What follows belongs to an exercise in optimizing a design on an open flow for small area; a production flow would make more cautious choices. In this exercise RTL edits were held to simulation tests only and were not proved equivalent to the original. Power and IR drop assume default switching activity.

`design/flow/run.sh`:
```
#!/bin/bash
# synth_recipe.tcl (not shown) runs the flow's synth.tcl, then flattens the netlist and writes it again
# the make line also repeats each setting of config.mk as NAME=value (left out here)
make -C /OpenROAD-flow-scripts/flow DESIGN_CONFIG=/design/flow/config.mk WORK_HOME=/design/flow/orfs CLKGATE_MAP_FILE= SYNTH_SCRIPT=/design/flow/synth_recipe.tcl finish
```
`design/flow/config.mk`:
```
export PLATFORM = sky130hd
export DESIGN_NAME = spi_ram
export DESIGN_NICKNAME = spi_ram
export VERILOG_FILES = /design/flow/design.v
export SDC_FILE = /design/flow/constraint.sdc
export NUM_CORES = 4
export LEC_CHECK = 0
export CAP_MARGIN = 20
export CORE_MARGIN = 2
export CORE_UTILIZATION = 60
export CTS_BUF_LIST = sky130_fd_sc_hd__clkbuf_16
export CTS_CLUSTER_DIAMETER = 80
export CTS_CLUSTER_SIZE = 24
export SETUP_SLACK_MARGIN = 0.3
export SLEW_MARGIN = 20
export SYNTH_HIERARCHICAL = 1
```
`design/flow/constraint.sdc`:
```
create_clock -name core_clock -period 4.0 [get_ports {clk}]
set_input_delay 0.8000 -clock core_clock [delete_from_list [all_inputs] [get_ports {clk}]]
set_output_delay 0.8000 -clock core_clock [all_outputs]
set_load 0.01 [all_outputs]
```
`design/flow/design.v`:
```
module spi_ram_oai22 (
  input  logic a1, a2, b1, b2,
  output logic y
);
  assign y = ~((a1 | a2) & (b1 | b2));
endmodule
module spi_ram_aoi222 (
  input  logic a1, a2, b1, b2, c1, c2,
  output logic y
);
  assign y = ~((a1 & a2) | (b1 & b2) | (c1 & c2));
endmodule
module spi_ram_nor2 (
  input  logic a, b,
  output logic y
);
  assign y = ~(a | b);
endmodule
module spi_ram_nand2 (
  input  logic a, b,
  output logic y
);
  assign y = ~(a & b);
endmodule
module spi_ram_predec (
  input  logic [3:0]  a,
  input  logic        en,
  output logic [15:0] y,
  output logic [15:0] y_n
);
  for (genvar i = 0; i < 16; i++) begin : g_y
    assign y[i]   = en & (a == 4'(i));
    assign y_n[i] = ~(en & (a == 4'(i)));
  end
endmodule
module spi_ram_predec_n (
  input  logic [3:0]  a,
  output logic [15:0] y_n
);
  for (genvar i = 0; i < 16; i++) begin : g_y
    assign y_n[i] = ~(a == 4'(i));
  end
endmodule
module spi_ram_nand4 (
  input  logic a, b, c, d,
  output logic y
);
  assign y = ~(a & b & c & d);
endmodule
module spi_ram_nor4 (
  input  logic a, b, c, d,
  output logic y
);
  assign y = ~(a | b | c | d);
endmodule
module spi_ram_nand3 (
  input  logic a, b, c,
  output logic y
);
  assign y = ~(a & b & c);
endmodule
module spi_ram #(
  parameter int MEM_DEPTH = 256,
  parameter int ADDR_SIZE = 8
) (
  input  logic       clk,
  input  logic       rst,
  input  logic [9:0] rx_data,
  input  logic       rx_valid,
  output logic [7:0] tx_data,
  output logic       tx_valid
);
  logic [8*MEM_DEPTH-1:0] mem_q, mem_d;
  logic                   phase_q;
  logic [ADDR_SIZE-1:0]   wr_addr_q, rd_addr_q;
  logic                   tx_valid_q;
  logic cmd_wr_addr, cmd_wr_data, cmd_rd_addr, cmd_rd_data;
  assign cmd_wr_addr = rx_valid & (rx_data[9:8] == 2'b00);
  assign cmd_wr_data = rx_valid & (rx_data[9:8] == 2'b01);
  assign cmd_rd_addr = rx_valid & (rx_data[9:8] == 2'b10);
  assign cmd_rd_data = rx_valid & (rx_data[9:8] == 2'b11);
  logic [ADDR_SIZE-1:0] wr_addr_d, rd_addr_d;
  always_comb begin
    wr_addr_d = wr_addr_q;
    if (cmd_wr_addr) wr_addr_d = rx_data[ADDR_SIZE-1:0];
    else if (cmd_wr_data) wr_addr_d = wr_addr_q + ADDR_SIZE'(1);
    rd_addr_d = rd_addr_q;
    if (cmd_rd_addr) rd_addr_d = rx_data[ADDR_SIZE-1:0];
    else if (cmd_rd_data) rd_addr_d = rd_addr_q + ADDR_SIZE'(1);
  end
  logic [15:0] whi, whi_n, wlo, wlo_n;
  spi_ram_predec u_whi (.a(wr_addr_q[7:4]), .en(cmd_wr_data & ~rst), .y(whi), .y_n(whi_n));
  spi_ram_predec u_wlo (.a(wr_addr_q[3:0]), .en(1'b1),               .y(wlo), .y_n(wlo_n));
  logic [7:0] wdata;
  assign wdata = rx_data[7:0] ^ {8{phase_q}};
  logic [MEM_DEPTH-1:0] row_we, row_we_n;
  for (genvar r = 0; r < MEM_DEPTH; r++) begin : g_row
    spi_ram_nor2  u_we   (.a(whi_n[r/16]), .b(wlo_n[r%16]), .y(row_we[r]));
    spi_ram_nand2 u_we_n (.a(whi[r/16]),   .b(wlo[r%16]),   .y(row_we_n[r]));
    for (genvar b = 0; b < 8; b++) begin : g_bit
      spi_ram_oai22 u_cell (
        .a1(mem_q[8*r+b]), .a2(row_we[r]),
        .b1(row_we_n[r]),  .b2(wdata[b]),
        .y (mem_d[8*r+b])
      );
    end
  end
  always_ff @(posedge clk) begin
    mem_q   <= mem_d;
    phase_q <= ~phase_q;
  end
  logic [15:0] rhi_n, rlo_n;
  spi_ram_predec_n u_rhi (.a(rd_addr_q[7:4]), .y_n(rhi_n));
  spi_ram_predec_n u_rlo (.a(rd_addr_q[3:0]), .y_n(rlo_n));
  logic [MEM_DEPTH-1:0] row_rd;
  for (genvar r = 0; r < MEM_DEPTH; r++) begin : g_rsel
    spi_ram_nor2 u_rd (.a(rhi_n[r/16]), .b(rlo_n[r%16]), .y(row_rd[r]));
  end
  logic [7:0] rpart0, rpart1;
  for (genvar b = 0; b < 8; b++) begin : g_rbit
    logic [85:0] term_n;
    logic [21:0] or1;
    logic [5:0]  or2_n;
    for (genvar g = 0; g < 85; g++) begin : g_t3
      spi_ram_aoi222 u_aoi (
        .a1(row_rd[3*g]),   .a2(mem_q[8*(3*g)+b]),
        .b1(row_rd[3*g+1]), .b2(mem_q[8*(3*g+1)+b]),
        .c1(row_rd[3*g+2]), .c2(mem_q[8*(3*g+2)+b]),
        .y (term_n[g])
      );
    end
    spi_ram_nand2 u_last (.a(row_rd[255]), .b(mem_q[8*255+b]), .y(term_n[85]));
    for (genvar g = 0; g < 21; g++) begin : g_l1
      spi_ram_nand4 u_nand (.a(term_n[4*g]), .b(term_n[4*g+1]), .c(term_n[4*g+2]), .d(term_n[4*g+3]),
                            .y(or1[g]));
    end
    spi_ram_nand2 u_l1_last (.a(term_n[84]), .b(term_n[85]), .y(or1[21]));
    for (genvar g = 0; g < 5; g++) begin : g_l2
      spi_ram_nor4 u_nor (.a(or1[4*g]), .b(or1[4*g+1]), .c(or1[4*g+2]), .d(or1[4*g+3]),
                          .y(or2_n[g]));
    end
    spi_ram_nor2 u_l2_last (.a(or1[20]), .b(or1[21]), .y(or2_n[5]));
    spi_ram_nand3 u_p0 (.a(or2_n[0]), .b(or2_n[1]), .c(or2_n[2]), .y(rpart0[b]));
    spi_ram_nand3 u_p1 (.a(or2_n[3]), .b(or2_n[4]), .c(or2_n[5]), .y(rpart1[b]));
  end
  always_ff @(posedge clk or posedge rst) begin
    if (rst) begin
      wr_addr_q  <= '0;
      rd_addr_q  <= '0;
      tx_valid_q <= 1'b0;
    end else begin
      wr_addr_q  <= wr_addr_d;
      rd_addr_q  <= rd_addr_d;
      tx_valid_q <= cmd_rd_data;
    end
  end
  logic [7:0] rpart0_q, rpart1_q;
  always_ff @(posedge clk) begin
    rpart0_q <= rpart0;
    rpart1_q <= rpart1;
  end
  assign tx_data  = (rpart0_q | rpart1_q) ^ {8{~phase_q}};
  assign tx_valid = tx_valid_q;
endmodule
```
==> results.txt, run 1 <==
status - no timing/DRC/antenna violations
first-pass GRT wire length - 380,000 um
vias in the first global route - 57,300
CTS buffer count - 97
P per Cell Area - 470 nW/um^2
skew final - 0.0179 ns
Routed WL per cell - 33.0 um
number of fill cells in the layout - 8,953
Worst path slowest cell - dfrtp_1
register area - 41,800 sq um
Final Setup Violations - 0
First-pass DRT Iterations - 13
initial core utilization - 0.603
DRC viols - 0
Seq/Total Area, Yosys - 0.618
max_cap viols - 0
critical path cell sequence - nand4b_1, buf_4, nor2_1, a222oi_1, nand4_1, nor4_2, nand3_1
area grow syn2layout - 10.4%
I/O Buffers - 21
register bit total from synthesis - 2,082
Synth cell types - 48
clock buffer depth - 3
Cell Rows - 123
final hold slack - 0.411 ns
CTS Sinks - 2,082
largest net degree at the start of global routing - 142
final period utilization - 0.917
worst endpoint required time - 4.59 ns
antenna viol nets, final - 0
final WL - 261,000 um
Vias/cell - 7.92
share of post-route cells with drive strength above 1 - 0.0670
DR iter-0 viols - 12,700
area leader, netlist - dfxtp_1
Multi-input gate area - 26,100 sq um
Mapped Cells - 6,080
Post-Syn Area - 67,600 sq um
gr usage total - 0.433
Mean Syn Cell Area - 11.1 sq um
Die Ht - 340 um
fin. max-slew vios - 0
final hold violations - 0
setup tns final - 0 ns
final cell count without fillers - 7,920
DP Cell Count - 7,792
H-tree Lvls - 3
worst-skew pair later-pin latency - 0.73 ns
Critical Path Max Stage Delay - 0.71 ns
crit path DAT - 4.26 ns
ys flop type - dfxtp_1
RePlAce Congestion - 1.02
crit path kind - reg2reg
CP Max Fanout - 19
Nets - 6,409
Die W - 340 um
die area - 115,000 sq um
DP Area - 71,900 sq um
shortest period the worst path allows - 3.67 ns
placed wire-length estimate - 170,000 um
top cells by area, synth - dfxtp_1 (61%), o22ai_1 (19%), a222oi_1 (10%), nor2_1 (3.1%), nand2_1 (1.7%)
clk slew on worst S/H paths - 0.10 ns
CTS Root Buffer Type - clkbuf_16
Hold Crit Class - in2async
Max Fclk - 273 MHz
CP Launch Type - flip-flop
initial antenna violation count - 9
worst vdd ir - 508 uV
ys async rst share - 0.00817
Rel. slew slack - 0.146
Core ar. - 112,000 sq um
Yosys Warn Count - 7
EDFF count, synth - 0
top-area cell type share of the netlist area - 0.612
final instance area - 74,600 sq um
Leak Pwr - 25.2 nW
Finished Core Util - 0.666
Crit. End Element - flip-flop
Slew @ Worst Pin - 1.28 ns
RSZ-0062 raised after global routing - false
Vias - 62,800
CTS tree - yes
total congestion overflow - 0
I/O pins - 22
## metrics by stage
step	setup WS, ns	total power [W]
2_1_floorplan	-0.485	0.0228
3_3_place_gp	0.328	0.0242
3_5_place_dp	0.224	0.0242
4_1_cts	0.270	0.0348
5_1_grt	0.403	0.0357
6_report	0.334	0.0350
## cells by family after synthesis
group	Yosys count	synth area share
compound gates	2768	0.294
flops	2082	0.618
simple gates	1189	0.0838
buf+inv	22	0.00156
xor+xnor	16	0.00207
fa+ha+maj	2	0.000370
other cells	1	0.0000555
## synthesized netlist by cell type, drive strengths merged (3+ instances only)
cell	instances
dfrtp	17
or4b	9
nor4	40
o22ai	2053
nand2b	6
and3	7
buf	9
o21ai	6
a222oi	680
inv	3
xor2	8
nand4b	8
nand2	305
xnor2	8
nand4	173
nor3	9
nand3	35
dfxtp	2065
and3b	5
nand3b	4
clkbuf	10
nor2b	7
nor3b	3
nand4bb	12
nor2	560
a21oi	14
o22a	7
## cell usage in the layout, fill, tap and decap left out, types with 5 or more instances in the layout
| cell type | synthesis | routed |
|---|---|---|
| dfxtp_1 | 2065 | 2065 |
| o22ai_1 | 2053 | 2053 |
| a222oi_1 | 680 | 680 |
| nor2_1 | 560 | 547 |
| nand2_1 | 305 | 294 |
| buf_4 | 0 | 174 |
| nand4_1 | 173 | 173 |
| clkbuf_16 | 0 | 102 |
| nor4_2 | 40 | 38 |
| buf_12 | 0 | 32 |
| nand3_1 | 35 | 31 |
| clkdlybuf4s50_1 | 0 | 21 |
| diode_2 | 0 | 16 |
| dfrtp_1 | 17 | 15 |
| a21oi_1 | 14 | 14 |
| nor2_4 | 0 | 12 |
| nand2_2 | 0 | 11 |
| xor2_4 | 0 | 8 |
| nand4b_1 | 8 | 8 |
| conb_1 | 1 | 8 |
| nor2b_1 | 7 | 7 |
| nand4bb_2 | 0 | 7 |
| nor3_2 | 2 | 7 |
| nand2b_1 | 6 | 6 |
| o22a_1 | 6 | 6 |
| o21ai_0 | 6 | 6 |
| xnor2_1 | 8 | 6 |
| or4b_1 | 7 | 5 |
| nand4bb_1 | 12 | 5 |
## modules after synthesis, one instance, submodules excluded
module            cells  times used  cell area [sq um]  flops+latches
spi_ram            2200           1              42500           2082
spi_ram_predec       48           2                249              0
spi_ram_predec_n     20           2                186              0
spi_ram_nor4          1          40               12.5              0
spi_ram_aoi222        1         680               10.0              0
spi_ram_nand4         1         168               6.26              0
spi_ram_oai22         1        2048               6.26              0
spi_ram_nand3         1          16               5.00              0
spi_ram_nand2         1         272               3.75              0
spi_ram_nor2          1         520               3.75              0
## timing repair
item | 4_1_cts | 5_1_grt
setup buffers | 3 | 0
gates cloned | 0 | 0
gates resized for setup | 2 | 6
setup endpoints to repair | 3 | 7
hold buffers | 0 | 0
## final cells by class
cell class                 count  share of cell area
sequential                  2082               0.560
tap                         1500              0.0252
timing repair buffer         227              0.0289
multi-input combinational   3983               0.350
inverter                       3            0.000151
clock inverter                 7            0.000788
antenna                       16            0.000537
clock buffer                 102              0.0342
## worst max-delay path: cells and delay by family (launching register included)
family / cells / cell delay (ns)
DFF: 1 / 0.71
buffers and inverters: 1 / 0.46
and+or+nand+nor: 5 / 1.74
AOI/OAI and AO/OA: 1 / 0.58
## report_power, final
part | leakage [nW] | switching (W) | total, W | internal [W]
clock network | 1.29 | 0.00650 | 0.0111 | 0.00457
logic | 4.84 | 0.00173 | 0.00241 | 0.000674
registers | 19.1 | 0.000465 | 0.0216 | 0.0211
## per-layer routing
metal,vias up,global-route usage,wire length [um]
li1,26800,-,-
met5,-,0,69
met1,30300,0.592,99500
met2,4765,0.603,106000
met3,949,0.132,37800
met4,12,0.256,17800
## worst paths after layout
check,start,to,slack (ns),depth (start not counted)
worst max-delay path,rd_addr_q[0]$_DFFE_PP0P_,rpart1_q[5]$_DFF_P_,0.33,7
worst min-delay path,rst,wr_addr_q[2]$_DFFE_PP0P_,0.41,3
worst max register to register,rd_addr_q[0]$_DFFE_PP0P_,rpart1_q[5]$_DFF_P_,0.33,7
worst min register to register,mem_q[333]$_DFF_P_,mem_q[333]$_DFF_P_,0.45,1
max in group asynchronous,rst,rd_addr_q[3]$_DFFE_PP0P_,3.35,3
min in group core_clock,mem_q[333]$_DFF_P_,mem_q[333]$_DFF_P_,0.45,1
## state kept, by name, summed over array words and instances (netlist names)
register,flops
wr_addr_q,8
mem_q,2048
rpart0_q,8
phase_q,1
rd_addr_q,8
tx_valid_q,1
rpart1_q,8
==> run 2, diff against run 1 <==
--- a/design/flow/config.mk
+++ b/design/flow/config.mk
@@ -8,8 +8,8 @@
 export CAP_MARGIN = 20
 export CORE_MARGIN = 2
-export CORE_UTILIZATION = 60
-export CTS_BUF_LIST = sky130_fd_sc_hd__clkbuf_16
-export CTS_CLUSTER_DIAMETER = 80
-export CTS_CLUSTER_SIZE = 24
+export CORE_UTILIZATION = 50
+export CTS_BUF_LIST = sky130_fd_sc_hd__clkbuf_8
+export CTS_CLUSTER_DIAMETER = 60
+export CTS_CLUSTER_SIZE = 16
 export SETUP_SLACK_MARGIN = 0.3
 export SLEW_MARGIN = 20
==> run 2 against run 1 <==
Core utilization is 10 points lower; count of clock-buffer cells in the layout increased by 72; largest power group unchanged; combinational power increased by 4%; maximum frequency is 2.6% lower; sequential share of layout area is 0.51 points lower; first-iteration DRC count shrank 24%; via count decreased by 1.4%; worst hold slack worse by 0.11 ns.
==> results.txt, run 2 <==
Cell Rows - 134
RSZ-0062 raised after global routing - false
max_cap viols - 0
Rel. slew slack - 0.251
Seq/Total Area, Yosys - 0.618
Critical Path End - rpart1_q[7]$_DFF_P_
largest net degree at the start of global routing - 124
RePlAce Congestion - 0.978
reg2reg start - rd_addr_q[0]$_DFFE_PP0P_
Die W - 372 um
skew final - 0.0436 ns
final instance area - 75,300 sq um
Reg with most FFs - mem_q
CP Max Fanout - 21
area leader, netlist - dfxtp_1
initial antenna violation count - 8
ys flop type - dfxtp_1
I/O pins - 22
status - no timing/DRC/antenna violations
final period utilization - 0.941
Worst R2R End - rpart1_q[7]$_DFF_P_
Max Fclk - 266 MHz
setup ws final - 0.235 ns
register bit total from synthesis - 2,082
fin. max-slew vios - 0
crit path kind - reg2reg
synth cell count leaders - dfxtp_1 (2,065), o22ai_1 (2,053), a222oi_1 (680)
Mean Syn Cell Area - 11.1 sq um
Critical Path Start - rd_addr_q[0]$_DFFE_PP0P_
Routed WL per cell - 32.3 um
Vias - 61,900
worst-skew pair later-pin latency - 0.94 ns
crit path DAT - 4.55 ns
gr usage total - 0.375
DR iter-0 viols - 9,659
CTS Sinks - 2,082
Yosys Warn Count - 7
antenna viol nets, final - 0
Post-Syn Area - 67,600 sq um
final hold slack - 0.300 ns
initial core utilization - 0.505
Post-CTS Hold Buffers - 0
pre-CTS setup slack - -0.0189 ns
Vias/cell - 7.46
ys async rst share - 0.00817
DP Area - 72,400 sq um
top cells by area, synth - dfxtp_1 (61%), o22ai_1 (19%), a222oi_1 (10%), nor2_1 (3.1%), nand2_1 (1.7%)
Synth cell types - 48
Core ar. - 134,000 sq um
top-area cell type share of the netlist area - 0.612
die area - 138,000 sq um
Leak Pwr - 25.5 nW
most frequent cell after synthesis - dfxtp_1
max reg flops - 2,048
worst endpoint required time - 4.79 ns
number of fill cells in the layout - 11,800
clk slew on worst S/H paths - 0.11 ns
placed wire-length estimate - 177,000 um
First-pass DRT Iterations - 8
shortest period the worst path allows - 3.77 ns
CP Launch Type - flip-flop
setup tns final - 0 ns
share of post-route cells with drive strength above 1 - 0.0808
commonest non-fill, non-tap cell in the layout - dfxtp_1
first-pass GRT wire length - 388,000 um
Hold Crit Class - in2async
worst vdd ir - 265 uV
Nets - 6,477
Mapped Cells - 6,080
I/O Buffers - 21
clock buffer depth - 3
P per Cell Area - 469 nW/um^2
CTS tree - yes
area grow syn2layout - 11.4%
DRC viols - 0
final hold violations - 0
final WL - 268,000 um
CTS buffer count - 156
Crit. End Element - flip-flop
H-tree Lvls - 4
highest-count cells in the layout ignoring fill and taps - dfxtp_1 (2,065), o22ai_1 (2,053), a222oi_1 (680)
R2R setup slack - 0.23 ns
vias in the first global route - 56,900
Slew @ Worst Pin - 1.12 ns
EDFF count, synth - 0
CTS Root Buffer Type - clkbuf_8
Die Ht - 372 um
worst reg-to-reg path cell count - 7
total congestion overflow - 0
Final Setup Violations - 0
[run 2: cell counts after synthesis]
No cell type changed its count.
[run 2: metal layers]
metal / vias to the layer above / wire [um] / global-route usage
li1: 26900 / - / -
met1: 30200 / 109000 / 0.518
met2: 3975 / 111000 / 0.535
met3: 780 / 31300 / 0.0933
met4: 12 / 16400 / 0.202
met5: - / 183 / 0.00594
[run 2: layout make-up]
type / count / area, sq um / area share
multi-input combinational: 3983 / 26200 / 0.347
antenna: 4 / 10.0 / 0.000133
tap: 1768 / 2210 / 0.0294
inverter: 3 / 11.3 / 0.000150
sequential: 2082 / 41800 / 0.555
clock inverter: 42 / 424 / 0.00563
timing repair buffer: 236 / 2300 / 0.0306
clock buffer: 174 / 2390 / 0.0318
[run 2: worst min-delay path by stage]
stage | slack [ns] | to | start | depth (start not counted)
final | 0.30 | wr_addr_q[3]$_DFFE_PP0P_ | rst | 3
after global routing | 0.29 | wr_addr_q[3]$_DFFE_PP0P_ | rst | 3
after CTS | 0.24 | wr_addr_q[3]$_DFFE_PP0P_ | rst | 3
after detailed placement | 0.44 | mem_q[1207]$_DFF_P_ | mem_q[1207]$_DFF_P_ | 1
after global placement | 0.43 | mem_q[1035]$_DFF_P_ | mem_q[1035]$_DFF_P_ | 1
after floorplan | 0.42 | mem_q[0]$_DFF_P_ | mem_q[0]$_DFF_P_ | 1
[run 2: kinds of logic after synthesis]
kind of cell,count (synthesis),share of synthesized area
compound gates,2768,0.294
fa+ha+maj,2,0.000370
simple gates,1189,0.0838
xor+xnor,16,0.00207
buf+inv,22,0.00156
flops,2082,0.618
other cells,1,0.0000555
[run 2: per-stage QoR]
| stage | utilization | instances | total power (W) |
|---|---|---|---|
| floorplan | - | 6087 | 0.0228 |
| global placement | 0.541 | 8072 | 0.0243 |
| detailed placement | 0.541 | 8072 | 0.0244 |
| CTS | 0.562 | 8288 | 0.0353 |
| global route | 0.563 | 8289 | 0.0362 |
| finish | 0.563 | 8292 | 0.0353 |
[run 2: worst max-delay path, cell delays in order, from the launching register on]
cell      delay, ns
dfrtp_1        0.78
or4_4          0.62
buf_4          0.32
nor2_1         0.16
a222oi_1       0.54
nand4_1        0.38
nor4_4         0.66
nand3_1        0.14
[run 2: Yosys stat by module, one instance, submodules excluded]
module | copies in the design | cells
spi_ram | 1 | 2200
spi_ram_predec | 2 | 48
spi_ram_predec_n | 2 | 20
spi_ram_nor4 | 40 | 1
spi_ram_aoi222 | 680 | 1
spi_ram_nand4 | 168 | 1
spi_ram_oai22 | 2048 | 1
spi_ram_nand3 | 16 | 1
spi_ram_nand2 | 272 | 1
spi_ram_nor2 | 520 | 1
[run 2: power breakdown]
part,switching [W],internal (W),total [W]
Clock,0.00684,0.00443,0.0113
Sequential,0.000423,0.0211,0.0215
Combinational,0.00181,0.000692,0.00251
Total,0.00908,0.0262,0.0353
[run 2: timing repair]
item	CTS	global route
resized for setup	4	6
endpoints found under the setup margin	7	11
buffers inserted	0	0
hold endpoints to repair	0	0
cloned	0	0
pin swaps	0	0
==> run 3, diff against run 2 <==
--- a/design/flow/design.v
+++ b/design/flow/design.v
@@ -26,11 +26,15 @@
   input  logic [3:0]  a,
   input  logic        en,
-  output logic [15:0] y,
-  output logic [15:0] y_n
+  output logic [15:0] y
 );
   for (genvar i = 0; i < 16; i++) begin : g_y
-    assign y[i]   = en & (a == 4'(i));
-    assign y_n[i] = ~(en & (a == 4'(i)));
+    assign y[i] = en & (a == 4'(i));
   end
+endmodule
+module spi_ram_inv (
+  input  logic a,
+  output logic y
+);
+  assign y = ~a;
 endmodule
 module spi_ram_predec_n (
@@ -89,13 +93,13 @@
     else if (cmd_rd_data) rd_addr_d = rd_addr_q + ADDR_SIZE'(1);
   end
-  logic [15:0] whi, whi_n, wlo, wlo_n;
-  spi_ram_predec u_whi (.a(wr_addr_q[7:4]), .en(cmd_wr_data & ~rst), .y(whi), .y_n(whi_n));
-  spi_ram_predec u_wlo (.a(wr_addr_q[3:0]), .en(1'b1),               .y(wlo), .y_n(wlo_n));
+  logic [15:0] whi, wlo;
+  spi_ram_predec u_whi (.a(wr_addr_q[7:4]), .en(cmd_wr_data & ~rst), .y(whi));
+  spi_ram_predec u_wlo (.a(wr_addr_q[3:0]), .en(1'b1),               .y(wlo));
   logic [7:0] wdata;
   assign wdata = rx_data[7:0] ^ {8{phase_q}};
   logic [MEM_DEPTH-1:0] row_we, row_we_n;
   for (genvar r = 0; r < MEM_DEPTH; r++) begin : g_row
-    spi_ram_nor2  u_we   (.a(whi_n[r/16]), .b(wlo_n[r%16]), .y(row_we[r]));
-    spi_ram_nand2 u_we_n (.a(whi[r/16]),   .b(wlo[r%16]),   .y(row_we_n[r]));
+    spi_ram_nand2 u_we_n (.a(whi[r/16]), .b(wlo[r%16]), .y(row_we_n[r]));
+    spi_ram_inv   u_we   (.a(row_we_n[r]), .y(row_we[r]));
     for (genvar b = 0; b < 8; b++) begin : g_bit
       spi_ram_oai22 u_cell (
==> design/flow/config.mk (replaced) <==
export PLATFORM = sky130hd
export DESIGN_NAME = spi_ram
export DESIGN_NICKNAME = spi_ram
export VERILOG_FILES = /design/flow/design.v
export SDC_FILE = /design/flow/constraint.sdc
export NUM_CORES = 4
export LEC_CHECK = 0
export CAP_MARGIN = 20
export CORE_MARGIN = 2
export CORE_UTILIZATION = 55
export CTS_BUF_LIST = sky130_fd_sc_hd__clkbuf_16
export CTS_CLUSTER_DIAMETER = 70
export CTS_CLUSTER_SIZE = 30
export SETUP_SLACK_MARGIN = 0.2
export SLEW_MARGIN = 20
export SYNTH_HIERARCHICAL = 1
==> run 3 against run 2 <==
Worst hold slack better by 0.11 ns; maximum frequency grew 1.7%; non-clock buffer count down 52; clock power increased by 18%; first-iteration DRC count increased by 2.3%; die area decreased by 9.3%; power is 4.9% higher; global-route usage decreased by 1.1 points; clock skew down 0.015 ns; still clean on timing, DRC and antenna; count of clock-buffer cells in the layout down 66.
==> results.txt, run 3 <==
final hold violations - 0
ys flop type - dfxtp_1
CP Max Fanout - 20
largest net degree at the start of global routing - 122
share of post-route cells with drive strength above 1 - 0.0682
max_cap viols - 0
Post-Syn Area - 67,300 sq um
critical path cell sequence - or4_4, nor2_1, a222oi_1, nand4_1, nor4_2, nand3_1
fin. max-slew vios - 0
CTS buffer count - 106
clk slew on worst S/H paths - 0.11 ns
First-pass DRT Iterations - 10
area grow syn2layout - 11.8%
Die W - 354 um
synth cell count leaders - dfxtp_1 (2,065), o22ai_1 (2,053), a222oi_1 (680)
RSZ-0062 raised after global routing - false
skew final - 0.0283 ns
Worst path slowest cell - dfrtp_1
most frequent cell after synthesis - dfxtp_1
area leader, netlist - dfxtp_1
Nets - 6,325
RePlAce Congestion - 0.954
Post-CTS Hold Buffers - 0
final period utilization - 0.926
H-tree Lvls - 3
final WL - 238,000 um
register area - 41,800 sq um
I/O pins - 22
Mean Syn Cell Area - 11.2 sq um
Final Power - 0.0371 W
number of fill cells in the layout - 9,962
max reg flops - 2,048
Slew @ Worst Pin - 1.17 ns
register bit total from synthesis - 2,082
total congestion overflow - 0
crit path kind - reg2reg
Rel. slew slack - 0.219
Synth cell types - 46
first-pass GRT wire length - 351,000 um
Vias/cell - 7.39
Die Ht - 354 um
Yosys Warn Count - 7
Seq/Total Area, Yosys - 0.620
ys async rst share - 0.00817
Cell Rows - 128
vias in the first global route - 54,100
DRC viols - 0
CP Launch Type - flip-flop
Routed WL per cell - 29.6 um
top cells by area, synth - dfxtp_1 (61%), o22ai_1 (19%), a222oi_1 (10%), nor2_1 (1.7%), nand4_1 (1.6%)
CTS tree - yes
Reg with most FFs - mem_q
Crit. End Element - flip-flop
DP Area - 71,400 sq um
CTS Sinks - 2,082
Multi-input gate area - 24,900 sq um
status - no timing/DRC/antenna violations
DR iter-0 viols - 9,885
crit path DAT - 4.30 ns
Mapped Cells - 6,030
worst-skew pair later-pin latency - 0.78 ns
CTS Root Buffer Type - clkbuf_16
final instance area - 75,200 sq um
antenna viol nets, final - 0
worst vdd ir - 418 uV
worst endpoint required time - 4.60 ns
initial core utilization - 0.554
top-area cell type share of the netlist area - 0.614
P per Cell Area - 492 nW/um^2
initial antenna violation count - 7
Core ar. - 122,000 sq um
highest-count cells in the layout ignoring fill and taps - dfxtp_1 (2,065), o22ai_1 (2,053), a222oi_1 (680)
shortest period the worst path allows - 3.70 ns
clock buffer depth - 3
gr usage total - 0.363
setup tns final - 0 ns
Leak Pwr - 28.1 nW
Critical Path Max Stage Delay - 0.79 ns
EDFF count, synth - 0
Max Fclk - 270 MHz
Hold Crit Class - in2async
I/O Buffers - 21
Final Setup Violations - 0
Vias - 59,300
commonest non-fill, non-tap cell in the layout - dfxtp_1
placed wire-length estimate - 155,000 um
die area - 125,000 sq um
## run 3: cell count changes in the layout (fill, tap and decap cells not counted), moves of 12 or more
cell and change:
buf_4 -45, clkbuf_16 +108, clkbuf_8 -174, clkinv_8 +16, inv_1 +239, inv_12 +15, inv_8 +16, nand2_1 -12
nand2_2 -12, nor2_1 -258
## run 3: metal layers
| layer | GRT usage | part of all wire | up-vias | wire [um] |
|---|---|---|---|---|
| li1 | - | - | 26300 | - |
| met5 | 0 | 0.00024 | - | 58 |
| met2 | 0.526 | 0.42 | 3468 | 99900 |
| met3 | 0.0682 | 0.10 | 552 | 24600 |
| met1 | 0.529 | 0.43 | 28900 | 102000 |
| met4 | 0.155 | 0.047 | 10 | 11100 |
## run 3: cell type report
class / instances / share of cell area
timing repair buffer: 184 / 0.0242
tap: 1625 / 0.0270
antenna: 5 / 0.000166
clock inverter: 81 / 0.0143
multi-input combinational: 3677 / 0.330
inverter: 259 / 0.0129
sequential: 2082 / 0.555
clock buffer: 108 / 0.0359
## run 3: worst max-delay path, delay by kind of cell, from the launching register on
family           cells  cell delay (ns)
AO/OA/AOI/OAI        1             0.69
flip-flops           1             0.79
AND/OR/NAND/NOR      5             2.04
## run 3: worst paths after layout
| path | from | endpoint | slack (ns) | depth (start not counted) |
|---|---|---|---|---|
| setup / recovery | rd_addr_q[1]$_DFFE_PP0P_ | rpart0_q[5]$_DFF_P_ | 0.30 | 6 |
| hold / removal | rst | wr_addr_q[6]$_DFFE_PP0P_ | 0.41 | 3 |
| setup reg to reg | rd_addr_q[1]$_DFFE_PP0P_ | rpart0_q[5]$_DFF_P_ | 0.30 | 6 |
| hold reg to reg | mem_q[1761]$_DFF_P_ | mem_q[1761]$_DFF_P_ | 0.45 | 1 |
| max in group asynchronous | rst | wr_addr_q[1]$_DFFE_PP0P_ | 3.32 | 3 |
| min in group core_clock | mem_q[1761]$_DFF_P_ | mem_q[1761]$_DFF_P_ | 0.45 | 1 |
## run 3: power breakdown
group | leakage [nW] | total [W] | internal (W) | switching (W)
clock | 1.83 | 0.0133 | 0.00553 | 0.00777
combinational | 7.12 | 0.00220 | 0.000650 | 0.00155
sequential | 19.1 | 0.0215 | 0.0211 | 0.000410
total | 28.1 | 0.0371 | 0.0273 | 0.00973
## run 3: per-stage QoR
| stage | worst slack, ns | cells | utilization | hold slack, ns |
|---|---|---|---|---|
| global route | 0.249 | 8016 | 0.619 | 0.420 |
| CTS | 0.255 | 8016 | 0.619 | 0.406 |
| global placement | 0.280 | 7827 | 0.588 | 0.428 |
| detailed placement | 0.277 | 7827 | 0.588 | 0.436 |
| finish | 0.297 | 8021 | 0.619 | 0.411 |
| floorplan | -0.485 | 6033 | - | 0.421 |
## run 3: kinds of logic (layout without fill, tap and decap cells)
| logic type | Yosys count | after routing | share of synthesized area |
|---|---|---|---|
| compound gates | 2768 | 2768 | 0.295 |
| flops | 2082 | 2082 | 0.620 |
| simple gates | 887 | 887 | 0.0663 |
| buf+inv | 274 | 632 | 0.0155 |
| xor+xnor | 16 | 16 | 0.00208 |
| fa+ha+maj | 2 | 2 | 0.000372 |
| other cells | 1 | 9 | 0.0000557 |
## run 3: what timing repair did
| action | in CTS | in global routing |
|---|---|---|
| setup endpoints to repair | 0 | 1 |
| buffers inserted | 0 | 0 |
| resized for setup | 0 | 2 |
## run 3: Yosys stat by module, one instance, submodules excluded, a selection
module / flip-flops and latches / cells
spi_ram_predec_n: 0 / 20
spi_ram_aoi222: 0 / 1
spi_ram_inv: 0 / 1
spi_ram_nor4: 0 / 1
spi_ram_nand3: 0 / 1
spi_ram_predec: 0 / 23
spi_ram: 2082 / 2200
spi_ram_nand4: 0 / 1
spi_ram_oai22: 0 / 1
spi_ram_nand2: 0 / 1
==> run 4, diff against run 3 <==
--- a/design/flow/config.mk
+++ b/design/flow/config.mk
@@ -8,9 +8,9 @@
 export CAP_MARGIN = 20
 export CORE_MARGIN = 2
-export CORE_UTILIZATION = 55
+export CORE_UTILIZATION = 60
 export CTS_BUF_LIST = sky130_fd_sc_hd__clkbuf_16
-export CTS_CLUSTER_DIAMETER = 70
-export CTS_CLUSTER_SIZE = 30
-export SETUP_SLACK_MARGIN = 0.2
+export CTS_CLUSTER_DIAMETER = 80
+export CTS_CLUSTER_SIZE = 24
+export SETUP_SLACK_MARGIN = 0.3
 export SLEW_MARGIN = 20
 export SYNTH_HIERARCHICAL = 1
==> run 4 against run 3 <==
Global-route usage increased by 2.2 points; register-to-register slack got worse by 0.06 ns; critical endpoint is now rpart1_q[1]$_DFF_P_; sequential share of layout area increased by 1.3 points; synthesized cell count unchanged; maximum frequency decreased by 1.7%; combinational power decreased by 3%; routed wire length decreased by 2.1%; via count decreased by 0.11%; worst setup slack got worse by 0.063 ns; highest routed layer unchanged.
==> results.txt, run 4 <==
status - no timing/DRC/antenna violations
hold_sp - mem_q[585]$_DFF_P_
ys async rst share - 0.00817
RSZ-0062 raised after global routing - false
I/O Buffers - 21
clk slew on worst S/H paths - 0.10 ns
top cells by area, synth - dfxtp_1 (61%), o22ai_1 (19%), a222oi_1 (10%), nor2_1 (1.7%), nand4_1 (1.6%)
Worst path slowest cell - dfrtp_1
First-pass DRT Iterations - 11
CTS tree - yes
Final Setup Violations - 0
Synth cell types - 46
CTS Sinks - 2,082
Buf+Inv Stages, Crit Path - 1
Leak Pwr - 27.3 nW
EDFF count, synth - 0
Worst R2R End - rpart1_q[1]$_DFF_P_
die area - 115,000 sq um
R2R setup slack - 0.23 ns
area leader, netlist - dfxtp_1
worst reg-to-reg path cell count - 7
Mean Syn Cell Area - 11.2 sq um
Cell Rows - 122
met1 Use GR - 0.551
commonest non-fill, non-tap cell in the layout - dfxtp_1
Nets - 6,284
area grow syn2layout - 9.17%
worst-skew pair later-pin latency - 0.72 ns
register bit total from synthesis - 2,082
Max Fclk - 266 MHz
GR peak layer - met2
CP Max Fanout - 22
critical path cell sequence - or4b_2, buf_4, nor2_1, a222oi_1, nand4_1, nor4_2, nand3_1
DP Area - 71,000 sq um
DRC viols - 0
Post-CTS Hold Buffers - 0
Simple-Gate Fraction of Synth Area - 0.0663
ys flop type - dfxtp_1
Die W - 339 um
P per Cell Area - 467 nW/um^2
synth cell count leaders - dfxtp_1 (2,065), o22ai_1 (2,053), a222oi_1 (680)
final period utilization - 0.942
DR iter-0 viols - 10,600
Yosys Warn Count - 7
Seq/Total Area, Yosys - 0.620
vias in the first global route - 53,400
total congestion overflow - 0
H-tree Lvls - 3
highest-count cells in the layout ignoring fill and taps - dfxtp_1 (2,065), o22ai_1 (2,053), a222oi_1 (680)
reg2reg start - rd_addr_q[2]$_DFFE_PP0P_
CTS Root Buffer Type - clkbuf_16
post-synthesis xor/xnor area fraction - 0.00208
initial core utilization - 0.607
max reg flops - 2,048
Hold Crit Class - reg2reg
post-synthesis adder-cell area fraction - 0.000372
top-area cell type share of the netlist area - 0.614
share of post-route cells with drive strength above 1 - 0.0507
first-pass GRT wire length - 344,000 um
CP Launch Type - flip-flop
largest net degree at the start of global routing - 136
I/O pins - 22
M3 GR Usage - 0.0859
compound-cell area share of the yosys netlist - 0.295
final instance area - 73,500 sq um
crit path DAT - 4.34 ns
GRT met2 Usage - 0.564
Reg with most FFs - mem_q
placed wire-length estimate - 151,000 um
Worst path top cell family by delay - simple AND/OR/NAND/NOR gates
Core ar. - 111,000 sq um
mux share of post-synthesis cell area - 0
hold path depth - 1
Mapped Cells - 6,030
Vias - 59,200
Routed WL per cell - 29.9 um
Post-Syn Area - 67,300 sq um
gr usage total - 0.385
most frequent cell after synthesis - dfxtp_1
Post-CTS Setup Bufs - 0
CTS buffer count - 96
final WL - 233,000 um
RePlAce Congestion - 0.953
initial antenna violation count - 13
max_cap viols - 0
Vias/cell - 7.62
largest family of logic cells by synthesized area - compound AO/OA/AOI/OAI gates
clock buffer depth - 3
shortest period the worst path allows - 3.77 ns
worst endpoint required time - 4.57 ns
setup tns final - 0 ns
final hold violations - 0
crit path kind - reg2reg
fin. max-slew vios - 0
Worst Hold Path EP - mem_q[585]$_DFF_P_
antenna viol nets, final - 0
Die Ht - 339 um
Crit. End Element - flip-flop
Slew @ Worst Pin - 1.21 ns
Critical Path Max Stage Delay - 0.77 ns
worst vdd ir - 457 uV
skew final - 0.0238 ns
Rel. slew slack - 0.189
==> run 4: area by class of cell <==
type / count / area (sq um)
fillers: 8943 / 37500
inverters: 259 / 972
diodes: 8 / 20.0
clock inverters: 8 / 33.8
multi-input cells: 3677 / 24800
clock buffers: 97 / 2430
repair buffers: 153 / 1580
flip-flops and latches: 2082 / 41800
well taps: 1488 / 1860
==> run 4: per-module statistics from Yosys (local to each module, per instance), excerpt <==
| module | area (sq um) | cells inside |
|---|---|---|
| spi_ram | 42500 | 2200 |
| spi_ram_predec_n | 186 | 20 |
| spi_ram_oai22 | 6.26 | 1 |
| spi_ram_nand2 | 3.75 | 1 |
| spi_ram_predec | 118 | 23 |
| spi_ram_inv | 3.75 | 1 |
| spi_ram_nand3 | 5.00 | 1 |
==> run 4: power breakdown <==
part           internal [W]  leakage (nW)  switching (W)  total [W]
logic              0.000632          6.98        0.00151    0.00214
clock network       0.00435          1.23        0.00629     0.0106
registers            0.0211          19.1       0.000431     0.0216
==> run 4: repair_timing <==
action                                  CTS  global route
endpoints found under the hold margin     0             0
endpoints found under the setup margin    0             4
resized for setup                         0             3
==> run 4: worst max path at each step <==
stage / endpoint / startpoint / slack [ns] / cells after the start
after detailed placement: mem_q[407]$_DFF_P_ / rx_valid / 0.14 / 10
after floorplan: mem_q[1007]$_DFF_P_ / rx_data[7] / -0.49 / 2
final: rpart1_q[1]$_DFF_P_ / rd_addr_q[2]$_DFFE_PP0P_ / 0.23 / 7
after CTS: rpart0_q[3]$_DFF_P_ / rd_addr_q[2]$_DFFE_PP0P_ / 0.40 / 7
after global routing: rpart0_q[5]$_DFF_P_ / rd_addr_q[2]$_DFFE_PP0P_ / 0.32 / 6
after global placement: mem_q[447]$_DFF_P_ / rx_valid / 0.22 / 10
==> run 4: kinds of logic after synthesis <==
group                      Yosys count
DFF                               2082
other                                1
buffers and inverters              274
and+or+nand+nor                    887
xor gates and xnor gates            16
AOI/OAI and AO/OA                 2768
adders and majority gates            2
==> run 4: routing by layer <==
metal  vias up  wire length (um)  part of all wire
met4        16             10700             0.046
li1      26200                 -                 -
met5         -               106           0.00046
met3       557             27500              0.12
met1     28700             95900              0.41
met2      3779             98500              0.42
==> run 4: worst register-to-register path, stage by stage, from the launching register on <==
cell and delay, ns:
dfrtp_1 0.77, or4b_2 0.72, buf_4 0.37, nor2_1 0.20, a222oi_1 0.62, nand4_1 0.31, nor4_2 0.50, nand3_1 0.13
==> run 4: stage by stage <==
step	hold slack [ns]	setup slack, ns	std cells	util	power [W]
floorplan	0.421	-0.485	6033	-	0.0228
global placement	0.428	0.216	7659	0.640	0.0240
detailed placement	0.436	0.145	7659	0.640	0.0241
CTS	0.449	0.399	7764	0.662	0.0343
global route	0.456	0.320	7765	0.662	0.0352
finish	0.446	0.234	7772	0.662	0.0343
==> run 5, diff against run 4 <==
--- a/design/flow/config.mk
+++ b/design/flow/config.mk
@@ -6,5 +6,5 @@
 export NUM_CORES = 4
 export LEC_CHECK = 0
-export CAP_MARGIN = 20
+export CAP_MARGIN = 5
 export CORE_MARGIN = 2
 export CORE_UTILIZATION = 60
@@ -13,4 +13,4 @@
 export CTS_CLUSTER_SIZE = 24
 export SETUP_SLACK_MARGIN = 0.3
-export SLEW_MARGIN = 20
+export SLEW_MARGIN = 5
 export SYNTH_HIERARCHICAL = 1
==> run 5 against run 4 <==
Register-to-register slack barely moved; worst hold slack unchanged; maximum frequency unchanged; die area did not move; synthesized area unchanged; largest cell class unchanged; critical path depth unchanged; still clean on timing, DRC and antenna; power is the same; worst setup slack unchanged; cell count is the same; count of clock-buffer cells in the layout is the same; highest routed layer unchanged; critical path type unchanged; clock skew is the same.
==> results.txt, run 5 <==
status - no timing/DRC/antenna violations
DRC viols - 0
crit path kind - reg2reg
Yosys Warn Count - 7
ys flop type - dfxtp_1
DR iter-0 viols - 10,600
top-area cell type share of the netlist area - 0.614
CTS Sinks - 2,082
final WL - 233,000 um
Final Setup Violations - 0
clock buffer depth - 3
Nets - 6,284
vias in the first global route - 53,400
CP Launch Type - flip-flop
internal power - 0.0261 W
Mapped Cells - 6,030
Routed WL per cell - 29.9 um
CTS buffer count - 96
register bit total from synthesis - 2,082
Final Power - 0.0343 W
Simple-Gate Fraction of Synth Area - 0.0663
mux share of post-synthesis cell area - 0
Core ar. - 111,000 sq um
sw frac - 0.240
Cell Rows - 122
gr usage total - 0.385
Vias/cell - 7.62
placed wire-length estimate - 151,000 um
post-synthesis xor/xnor area fraction - 0.00208
compound-cell area share of the yosys netlist - 0.295
Mean Syn Cell Area - 11.2 sq um
R2R setup slack - 0.23 ns
final cell count without fillers - 7,772
First-pass DRT Iterations - 11
skew final - 0.0238 ns
max reg flops - 2,048
Hold Crit Class - reg2reg
worst vdd ir - 457 uV
clock network fraction of design power - 0.310
synth cell count leaders - dfxtp_1 (2,065), o22ai_1 (2,053), a222oi_1 (680)
Die W - 339 um
Worst path top cell family by delay - simple AND/OR/NAND/NOR gates
antenna viol nets, final - 0
highest-count cells in the layout ignoring fill and taps - dfxtp_1 (2,065), o22ai_1 (2,053), a222oi_1 (680)
Crit. End Element - flip-flop
Post-CTS Setup Bufs - 0
P per Cell Area - 467 nW/um^2
worst endpoint required time - 4.57 ns
CTS Root Buffer Type - clkbuf_16
critical path cell sequence - or4b_2, buf_4, nor2_1, a222oi_1, nand4_1, nor4_2, nand3_1
shortest period the worst path allows - 3.77 ns
worst-skew pair later-pin latency - 0.72 ns
hold path depth - 1
Critical Path Max Stage Delay - 0.77 ns
Worst path slowest cell - dfrtp_1
share of post-route cells with drive strength above 1 - 0.0507
final hold slack - 0.446 ns
Seq/Total Area, Yosys - 0.620
Psw - 0.00823 W
Buf+Inv Stages, Crit Path - 1
setup tns final - 0 ns
Synth cell types - 46
worst reg-to-reg path cell count - 7
Comb pwr share - 0.062
commonest non-fill, non-tap cell in the layout - dfxtp_1
ys async rst share - 0.00817
Leak Pwr - 27.3 nW
die area - 115,000 sq um
final instance area - 73,500 sq um
area leader, netlist - dfxtp_1
I/O Buffers - 21
Rel. slew slack - 0.189
post-CTS sizing - 0
largest family of logic cells by synthesized area - compound AO/OA/AOI/OAI gates
Post-Syn Area - 67,300 sq um
Die Ht - 339 um
first-pass GRT wire length - 344,000 um
post-synthesis adder-cell area fraction - 0.000372
initial antenna violation count - 13
initial core utilization - 0.607
RePlAce Congestion - 0.953
final hold violations - 0
max_cap viols - 0
CP Max Fanout - 22
CTS tree - yes
Vias - 59,200
fin. max-slew vios - 0
Reg with most FFs - mem_q
H-tree Lvls - 3
top cells by area, synth - dfxtp_1 (61%), o22ai_1 (19%), a222oi_1 (10%), nor2_1 (1.7%), nand4_1 (1.6%)
EDFF count, synth - 0
Max Fclk - 266 MHz
most frequent cell after synthesis - dfxtp_1
number of stages on the worst setup path - 7
area grow syn2layout - 9.17%
I/O pins - 22
DP Cell Count - 7,659
clk slew on worst S/H paths - 0.10 ns
Post-CTS Hold Buffers - 0
Seq pwr share - 0.628
crit path DAT - 4.34 ns
RSZ-0062 raised after global routing - false
Slew @ Worst Pin - 1.21 ns
total congestion overflow - 0
final period utilization - 0.942
DP Area - 71,000 sq um
largest net degree at the start of global routing - 136
## run 5: cell counts in the layout (fill, tap and decap cells not counted)
No cell type changed its count.
## run 5: worst reg2reg max path: cells and delay by family, from the launching register on
| kind | cells | cell delay [ns] |
|---|---|---|
| buffers and inverters | 1 | 0.37 |
| DFF | 1 | 0.77 |
| and+or+nand+nor | 5 | 1.86 |
| AOI/OAI and AO/OA | 1 | 0.62 |
## run 5: routing by layer
metal | track usage | up-vias | part of all wire
met5 | 0 | - | 0.00046
met4 | 0.158 | 16 | 0.046
met3 | 0.0859 | 557 | 0.12
met2 | 0.564 | 3779 | 0.42
met1 | 0.551 | 28700 | 0.41
li1 | - | 26200 | -
## run 5: per-stage QoR
step                       util  setup slack [ns]
final                     0.662             0.234
after global routing      0.662             0.320
after CTS                 0.662             0.399
after detailed placement  0.640             0.145
after global placement    0.640             0.216
after floorplan               -            -0.485
## run 5: logic make-up after synthesis
| logic type | Yosys count |
|---|---|
| and+or+nand+nor | 887 |
| xor gates and xnor gates | 16 |
| buffers and inverters | 274 |
| AOI/OAI and AO/OA | 2768 |
| DFF | 2082 |
| adders and majority gates | 2 |
| other | 1 |
## run 5: per-module statistics from Yosys (local to each module, per instance)
| module | area [sq um] | times used | flip-flops and latches | cells inside |
|---|---|---|---|---|
| spi_ram_nand3 | 5.00 | 16 | 0 | 1 |
| spi_ram_nand2 | 3.75 | 272 | 0 | 1 |
| spi_ram_nor2 | 3.75 | 264 | 0 | 1 |
| spi_ram_inv | 3.75 | 256 | 0 | 1 |
| spi_ram_oai22 | 6.26 | 2048 | 0 | 1 |
| spi_ram | 42500 | 1 | 2082 | 2200 |
| spi_ram_aoi222 | 10.0 | 680 | 0 | 1 |
| spi_ram_predec_n | 186 | 2 | 0 | 20 |
| spi_ram_nor4 | 12.5 | 40 | 0 | 1 |
| spi_ram_nand4 | 6.26 | 168 | 0 | 1 |
| spi_ram_predec | 118 | 2 | 0 | 23 |
## run 5: final cells by class
cell class / instances / area, sq um
multi-input cells: 3677 / 24800
diodes: 8 / 20.0
flip-flops and latches: 2082 / 41800
clock inverters: 8 / 33.8
repair buffers: 153 / 1580
inverters: 259 / 972
clock buffers: 97 / 2430
fillers: 8943 / 37500
well taps: 1488 / 1860
## run 5: final timing paths
check | from | to
setup / recovery | rd_addr_q[2]$_DFFE_PP0P_ | rpart1_q[1]$_DFF_P_
hold / removal | mem_q[585]$_DFF_P_ | mem_q[585]$_DFF_P_
setup reg to reg | rd_addr_q[2]$_DFFE_PP0P_ | rpart1_q[1]$_DFF_P_
hold reg to reg | mem_q[585]$_DFF_P_ | mem_q[585]$_DFF_P_
max in group asynchronous | rst | rd_addr_q[0]$_DFFE_PP0P_
min in group asynchronous | rst | wr_addr_q[5]$_DFFE_PP0P_
## run 5: power by group through the flow
stage | Sequential [W] | Clock (W) | Combinational (W)
finish | 0.0216 | 0.0106 | 0.00214
global route | 0.0216 | 0.0114 | 0.00215
CTS | 0.0215 | 0.0107 | 0.00205
detailed placement | 0.0220 | 0 | 0.00204
global placement | 0.0220 | 0 | 0.00202
floorplan | 0.0218 | 0 | 0.000974
==> run 6, diff against run 5 <==
==> design/flow/config.mk (replaced) <==
export PLATFORM = sky130hd
export DESIGN_NAME = spi_ram
export DESIGN_NICKNAME = spi_ram
export VERILOG_FILES = /design/flow/design.v
export SDC_FILE = /design/flow/constraint.sdc
export NUM_CORES = 4
export LEC_CHECK = 0
export CAP_MARGIN = 20
export CORE_MARGIN = 2
export CORE_UTILIZATION = 60
export CTS_BUF_LIST = sky130_fd_sc_hd__clkbuf_8
export CTS_CLUSTER_DIAMETER = 45
export CTS_CLUSTER_SIZE = 20
export SETUP_SLACK_MARGIN = 0.3
export SLEW_MARGIN = 20
export SYNTH_HIERARCHICAL = 1
==> run 6 against run 5 <==
Routed wire length is 0.51% higher; register-to-register slack improved by 0.09 ns; critical path depth unchanged; critical path type unchanged; critical endpoint unchanged; largest power group unchanged; highest routed layer unchanged.
==> results.txt, run 6 <==
setup tns final - 0 ns
area leader, netlist - dfxtp_1
crit path kind - reg2reg
CTS buffer count - 169
Final Power - 0.0368 W
worst-skew pair later-pin latency - 0.92 ns
First-pass DRT Iterations - 10
worst endpoint required time - 4.76 ns
Mapped Cells - 6,030
clk slew on worst S/H paths - 0.10 ns
Die Ht - 339 um
first-pass GRT wire length - 346,000 um
Leak Pwr - 28.1 nW
gr usage total - 0.388
Die W - 339 um
initial antenna violation count - 13
Rel. slew slack - 0.190
CP Max Fanout - 22
skew final - 0.0315 ns
P per Cell Area - 492 nW/um^2
Post-CTS Hold Buffers - 0
total congestion overflow - 0
clock buffer depth - 3
Hold Crit Class - in2async
commonest non-fill, non-tap cell in the layout - dfxtp_1
synth cell count leaders - dfxtp_1 (2,065), o22ai_1 (2,053), a222oi_1 (680)
initial core utilization - 0.607
final WL - 234,000 um
Core ar. - 111,000 sq um
Synth cell types - 46
DR iter-0 viols - 10,700
area grow syn2layout - 11.3%
status - no timing/DRC/antenna violations
CP Launch Type - flip-flop
Slew @ Worst Pin - 1.21 ns
top-area cell type share of the netlist area - 0.614
share of post-route cells with drive strength above 1 - 0.0805
Yosys Warn Count - 7
DRC viols - 0
EDFF count, synth - 0
worst vdd ir - 380 uV
CTS Sinks - 2,082
highest-count cells in the layout ignoring fill and taps - dfxtp_1 (2,065), o22ai_1 (2,053), a222oi_1 (680)
Cell Rows - 122
I/O pins - 22
final period utilization - 0.919
placed wire-length estimate - 151,000 um
Vias - 59,500
CTS tree - yes
largest net degree at the start of global routing - 136
top cells by area, synth - dfxtp_1 (61%), o22ai_1 (19%), a222oi_1 (10%), nor2_1 (1.7%), nand4_1 (1.6%)
register bit total from synthesis - 2,082
CTS Root Buffer Type - clkbuf_8
vias in the first global route - 54,000
shortest period the worst path allows - 3.68 ns
RSZ-0062 raised after global routing - false
Reg with most FFs - mem_q
Crit. End Element - flip-flop
Routed WL per cell - 29.3 um
Mean Syn Cell Area - 11.2 sq um
Nets - 6,357
most frequent cell after synthesis - dfxtp_1
fin. max-slew vios - 0
crit path DAT - 4.43 ns
max_cap viols - 0
I/O Buffers - 21
ys flop type - dfxtp_1
Post-Syn Area - 67,300 sq um
final hold violations - 0
Vias/cell - 7.45
Post-CTS Setup Bufs - 0
RePlAce Congestion - 0.953
antenna viol nets, final - 0
die area - 115,000 sq um
post-CTS sizing - 0
H-tree Lvls - 4
Seq/Total Area, Yosys - 0.620
Max Fclk - 272 MHz
max reg flops - 2,048
ys async rst share - 0.00817
Final Setup Violations - 0
## run 6: worst max-delay path, cell delays in order (launching register included)
cell	delay (ns)
dfrtp_1	0.76
or4b_2	0.70
buf_4	0.36
nor2_1	0.20
a222oi_1	0.59
nand4_1	0.32
nor4_2	0.47
nand3_1	0.12
## run 6: final timing paths
path / to / startpoint / cells after the start / slack [ns]
max: rpart1_q[1]$_DFF_P_ / rd_addr_q[2]$_DFFE_PP0P_ / 7 / 0.32
min: wr_addr_q[6]$_DFFE_PP0P_ / rst / 3 / 0.36
max reg2reg: rpart1_q[1]$_DFF_P_ / rd_addr_q[2]$_DFFE_PP0P_ / 7 / 0.32
min reg2reg: mem_q[1143]$_DFF_P_ / mem_q[1143]$_DFF_P_ / 1 / 0.45
max in group asynchronous: rd_addr_q[0]$_DFFE_PP0P_ / rst / 3 / 3.41
min in group core_clock: mem_q[1143]$_DFF_P_ / mem_q[1143]$_DFF_P_ / 1 / 0.45
## run 6: cells by family (layout without fill, tap and decap cells)
logic type,count (synthesis),count (layout),synth area share
flops,2082,2082,0.620
fa+ha+maj,2,2,0.000372
simple gates,887,887,0.0663
other cells,1,14,0.0000557
compound gates,2768,2768,0.295
buf+inv,274,726,0.0155
xor+xnor,16,16,0.00208
## run 6: report_power, final
| group | leakage, nW | internal [W] | switching [W] | total (W) |
|---|---|---|---|---|
| Combinational | 6.98 | 0.000632 | 0.00151 | 0.00214 |
| Sequential | 19.1 | 0.0211 | 0.000433 | 0.0216 |
| Clock | 1.99 | 0.00538 | 0.00775 | 0.0131 |
## run 6: stage by stage
step	util	area [sq um]	hold slack [ns]	instances	setup slack, ns
3_5_place_dp	0.640	71000	0.436	7659	0.145
2_1_floorplan	-	67500	0.421	6033	-0.485
6_report	0.675	74900	0.357	7983	0.323
4_1_cts	0.675	74900	0.310	7973	0.406
3_3_place_gp	0.640	71000	0.428	7659	0.216
5_1_grt	0.675	74900	0.367	7975	0.312
## run 6: cell type report
class,count,area [sq um]
antenna,10,25.0
multi-input combinational,3677,24800
tap,1488,1860
sequential,2082,41800
fill,8773,36000
clock inverter,129,1370
timing repair buffer,153,1580
clock buffer,185,2550
inverter,259,972
## run 6: modules after synthesis, one instance, submodules excluded, a selection
module	times used	cells	flops+latches	cell area, sq um
spi_ram	1	2200	2082	42500
spi_ram_aoi222	680	1	0	10.0
spi_ram_inv	256	1	0	3.75
spi_ram_nand2	272	1	0	3.75
spi_ram_nand3	16	1	0	5.00
spi_ram_nand4	168	1	0	6.26
spi_ram_nor2	264	1	0	3.75
spi_ram_predec	2	23	0	118
## run 6: layer usage
layer	global-route usage	up-vias	routed length, um
met5	0	-	103
met4	0.162	14	10400
met3	0.0861	581	28400
met2	0.565	3742	99100
met1	0.557	28700	95900
li1	-	26500	-
==> run 7, diff against run 6 <==
--- a/design/flow/config.mk
+++ b/design/flow/config.mk
@@ -8,8 +8,8 @@
 export CAP_MARGIN = 20
 export CORE_MARGIN = 2
-export CORE_UTILIZATION = 60
-export CTS_BUF_LIST = sky130_fd_sc_hd__clkbuf_8
-export CTS_CLUSTER_DIAMETER = 45
-export CTS_CLUSTER_SIZE = 20
+export CORE_UTILIZATION = 68
+export CTS_BUF_LIST = sky130_fd_sc_hd__clkbuf_16
+export CTS_CLUSTER_DIAMETER = 70
+export CTS_CLUSTER_SIZE = 24
 export SETUP_SLACK_MARGIN = 0.3
 export SLEW_MARGIN = 20
==> run 7 against run 6 <==
Flip-flop and latch count stayed put; count of clock-buffer cells in the layout is 78 lower; worst hold slack better by 0.080 ns; synthesized area stayed put; critical path depth is 1 lower; design area is 1.2% lower; routed wire length is 2.6% lower; combinational power hardly changed; non-clock buffer count is 16 higher; global-route usage is 4.0 points higher; power is 3.0% lower; largest cell class unchanged; highest routed layer unchanged.
==> results.txt, run 7 <==
number of fill cells in the layout - 6,893
Die Ht - 319 um
DP Area - 70,900 sq um
Reg with most FFs - mem_q
highest-count cells in the layout ignoring fill and taps - dfxtp_1 (2,065), o22ai_1 (2,053), a222oi_1 (680)
final period utilization - 0.948
CTS buffer count - 103
post-CTS sizing - 0
max_cap viols - 0
register area - 41,800 sq um
I/O Buffers - 21
RSZ-0062 raised after global routing - false
register bit total from synthesis - 2,082
CP Max Fanout - 19
Max Fclk - 264 MHz
crit path DAT - 4.38 ns
share of post-route cells with drive strength above 1 - 0.0582
initial core utilization - 0.685
largest net degree at the start of global routing - 135
Yosys Warn Count - 7
mux share of post-synthesis cell area - 0
DR iter-0 viols - 11,100
Multi-input gate area - 24,800 sq um
Leak Pwr - 27.7 nW
Mapped Cells - 6,030
Vias - 60,200
CTS tree - yes
post-synthesis xor/xnor area fraction - 0.00208
Worst path top cell family by delay - simple AND/OR/NAND/NOR gates
Post-CTS Hold Buffers - 0
die area - 102,000 sq um
antenna viol nets, final - 0
First-pass DRT Iterations - 12
synth cell count leaders - dfxtp_1 (2,065), o22ai_1 (2,053), a222oi_1 (680)
ys async rst share - 0.00817
top-area cell type share of the netlist area - 0.614
setup tns final - 0 ns
Mean Syn Cell Area - 11.2 sq um
Post-CTS Setup Bufs - 0
final hold violations - 0
Routed WL per cell - 29.9 um
critical path cell sequence - or4b_1, nor2_1, a222oi_1, nand4_1, nor4_2, nand3_1
CTS Sinks - 2,082
Crit. End Element - flip-flop
Seq/Total Area, Yosys - 0.620
EDFF count, synth - 0
Core ar. - 98,300 sq um
Nets - 6,307
Vias/cell - 7.90
H-tree Lvls - 3
commonest non-fill, non-tap cell in the layout - dfxtp_1
crit path kind - reg2reg
max reg flops - 2,048
compound-cell area share of the yosys netlist - 0.295
Die W - 319 um
final instance area - 74,000 sq um
most frequent cell after synthesis - dfxtp_1
Critical Path Max Stage Delay - 0.80 ns
P per Cell Area - 483 nW/um^2
DRC viols - 0
clock buffer depth - 3
Simple-Gate Fraction of Synth Area - 0.0663
worst vdd ir - 404 uV
worst reg-to-reg path cell count - 6
Worst path slowest cell - nor4_2
status - no timing/DRC/antenna violations
shortest period the worst path allows - 3.79 ns
first-pass GRT wire length - 339,000 um
vias in the first global route - 54,400
total congestion overflow - 0
skew final - 0.0285 ns
number of stages on the worst setup path - 6
gr usage total - 0.428
Post-Syn Area - 67,300 sq um
area grow syn2layout - 9.96%
Buf+Inv Stages, Crit Path - 0
ys flop type - dfxtp_1
Slew @ Worst Pin - 1.03 ns
top cells by area, synth - dfxtp_1 (61%), o22ai_1 (19%), a222oi_1 (10%), nor2_1 (1.7%), nand4_1 (1.6%)
RePlAce Congestion - 0.978
placed wire-length estimate - 148,000 um
fin. max-slew vios - 0
largest family of logic cells by synthesized area - compound AO/OA/AOI/OAI gates
area leader, netlist - dfxtp_1
CP Launch Type - flip-flop
initial antenna violation count - 8
final WL - 228,000 um
clk slew on worst S/H paths - 0.09 ns
I/O pins - 22
CTS Root Buffer Type - clkbuf_16
Synth cell types - 46
Hold Crit Class - in2async
worst endpoint required time - 4.59 ns
Rel. slew slack - 0.309
worst-skew pair later-pin latency - 0.74 ns
Cell Rows - 115
post-synthesis adder-cell area fraction - 0.000372
Final Setup Violations - 0
-- run 7: cell counts after synthesis --
Identical to the previous run, type by type.
-- run 7: path summary, 6_finish.rpt --
path | startpoint | slack [ns] | endpoint
max in group asynchronous | rst | 3.31 | rd_addr_q[3]$_DFFE_PP0P_
max | rd_addr_q[7]$_DFFE_PP0P_ | 0.21 | rpart0_q[6]$_DFF_P_
min | rst | 0.44 | wr_addr_q[6]$_DFFE_PP0P_
max reg2reg | rd_addr_q[7]$_DFFE_PP0P_ | 0.21 | rpart0_q[6]$_DFF_P_
min reg2reg | mem_q[656]$_DFF_P_ | 0.45 | mem_q[656]$_DFF_P_
min in group core_clock | mem_q[656]$_DFF_P_ | 0.45 | mem_q[656]$_DFF_P_
-- run 7: worst reg2reg max path, stage by stage (launching register included) --
cell	delay, ns
dfrtp_1	0.79
or4b_1	0.71
nor2_1	0.29
a222oi_1	0.62
nand4_1	0.26
nor4_2	0.80
nand3_1	0.17
-- run 7: cells by family after synthesis --
logic type	count (synthesis)
adder cells (fa/ha/maj)	2
AND/OR/NAND/NOR	887
buffers and inverters	274
XOR/XNOR	16
other	1
AO/OA/AOI/OAI	2768
flip-flops	2082
-- run 7: per-stage QoR --
stage | total power (W) | std cells | hold slack [ns] | worst slack [ns] | utilization
2_1_floorplan | 0.0228 | 6033 | 0.421 | -0.485 | -
3_3_place_gp | 0.0240 | 7474 | 0.428 | 0.414 | 0.721
3_5_place_dp | 0.0240 | 7474 | 0.436 | 0.345 | 0.721
4_1_cts | 0.0356 | 7614 | 0.425 | 0.446 | 0.753
5_1_grt | 0.0365 | 7614 | 0.445 | 0.304 | 0.753
6_report | 0.0357 | 7618 | 0.437 | 0.210 | 0.753
-- run 7: layer usage --
metal,share of wire,global-route usage,vias to the layer above
met3,0.13,0.0977,803
li1,-,-,26200
met2,0.42,0.613,4346
met5,0.00033,0,-
met4,0.062,0.223,12
met1,0.39,0.607,28800
-- run 7: power breakdown --
group / switching, W / internal (W)
Sequential: 0.000426 / 0.0211
Clock: 0.00664 / 0.00541
Combinational: 0.00149 / 0.000636
Total: 0.00856 / 0.0272
-- run 7: per-module statistics from Yosys (local to each module, per instance), a selection --
module	copies in the design	cells
spi_ram_aoi222	680	1
spi_ram_nand3	16	1
spi_ram_nand2	272	1
spi_ram_nand4	168	1
spi_ram_oai22	2048	1
spi_ram	1	2200
spi_ram_nor2	264	1
spi_ram_predec	2	23
spi_ram_inv	256	1
spi_ram_predec_n	2	20
-- run 7: layout make-up --
class                   instances  share of cell area
flip-flops and latches       2082               0.564
multi-input cells            3677               0.335
repair buffers                169              0.0229
diodes                          4            0.000135
clock buffers                 107              0.0362
well taps                    1287              0.0218
clock inverters                33             0.00629
inverters                     259              0.0131

separate check: timing with driven ports:
Ports are ideal in the flow. The routed layouts listed here were re-timed in OpenROAD. Step 1 assumes that a clkbuf_16 drives the clock port and a buf_2 every other input. Step 2 times the ports against the registers' clock, not the clock port: input delays grow and output delays shrink by t, the midpoint of the rising clock arrivals with the driver on. Three values: ideal, step 1, step 2; two values: the first two.
run	shift t [ns]	slack for setup (ns)	hold WS [ns]
run 1	0.802	0.334 / 0.334 / 0.334	0.411 / 0.357 / 0.446
run 2	1.000	0.235 / 0.235 / 0.229	0.300 / 0.241 / 0.446
run 3	0.851	0.297 / 0.297 / 0.185	0.411 / 0.351 / 0.448
run 4	0.784	0.234 / 0.234 / -0.040	0.446 / 0.446 / 0.446
run 5	0.784	0.234 / 0.234 / -0.040	0.446 / 0.446 / 0.446
run 6	0.977	0.323 / 0.323 / -0.025	0.357 / 0.299 / 0.448
run 7	0.804	0.210 / 0.210 / 0.210	0.437 / 0.380 / 0.448
With both steps, setup timing fails in run 4, run 5 and run 6, where it was met with ideal ports. For run 6, which loses most, drivers alone change the setup slack by 0.000 ns; drivers and shift together by -0.348 ns.
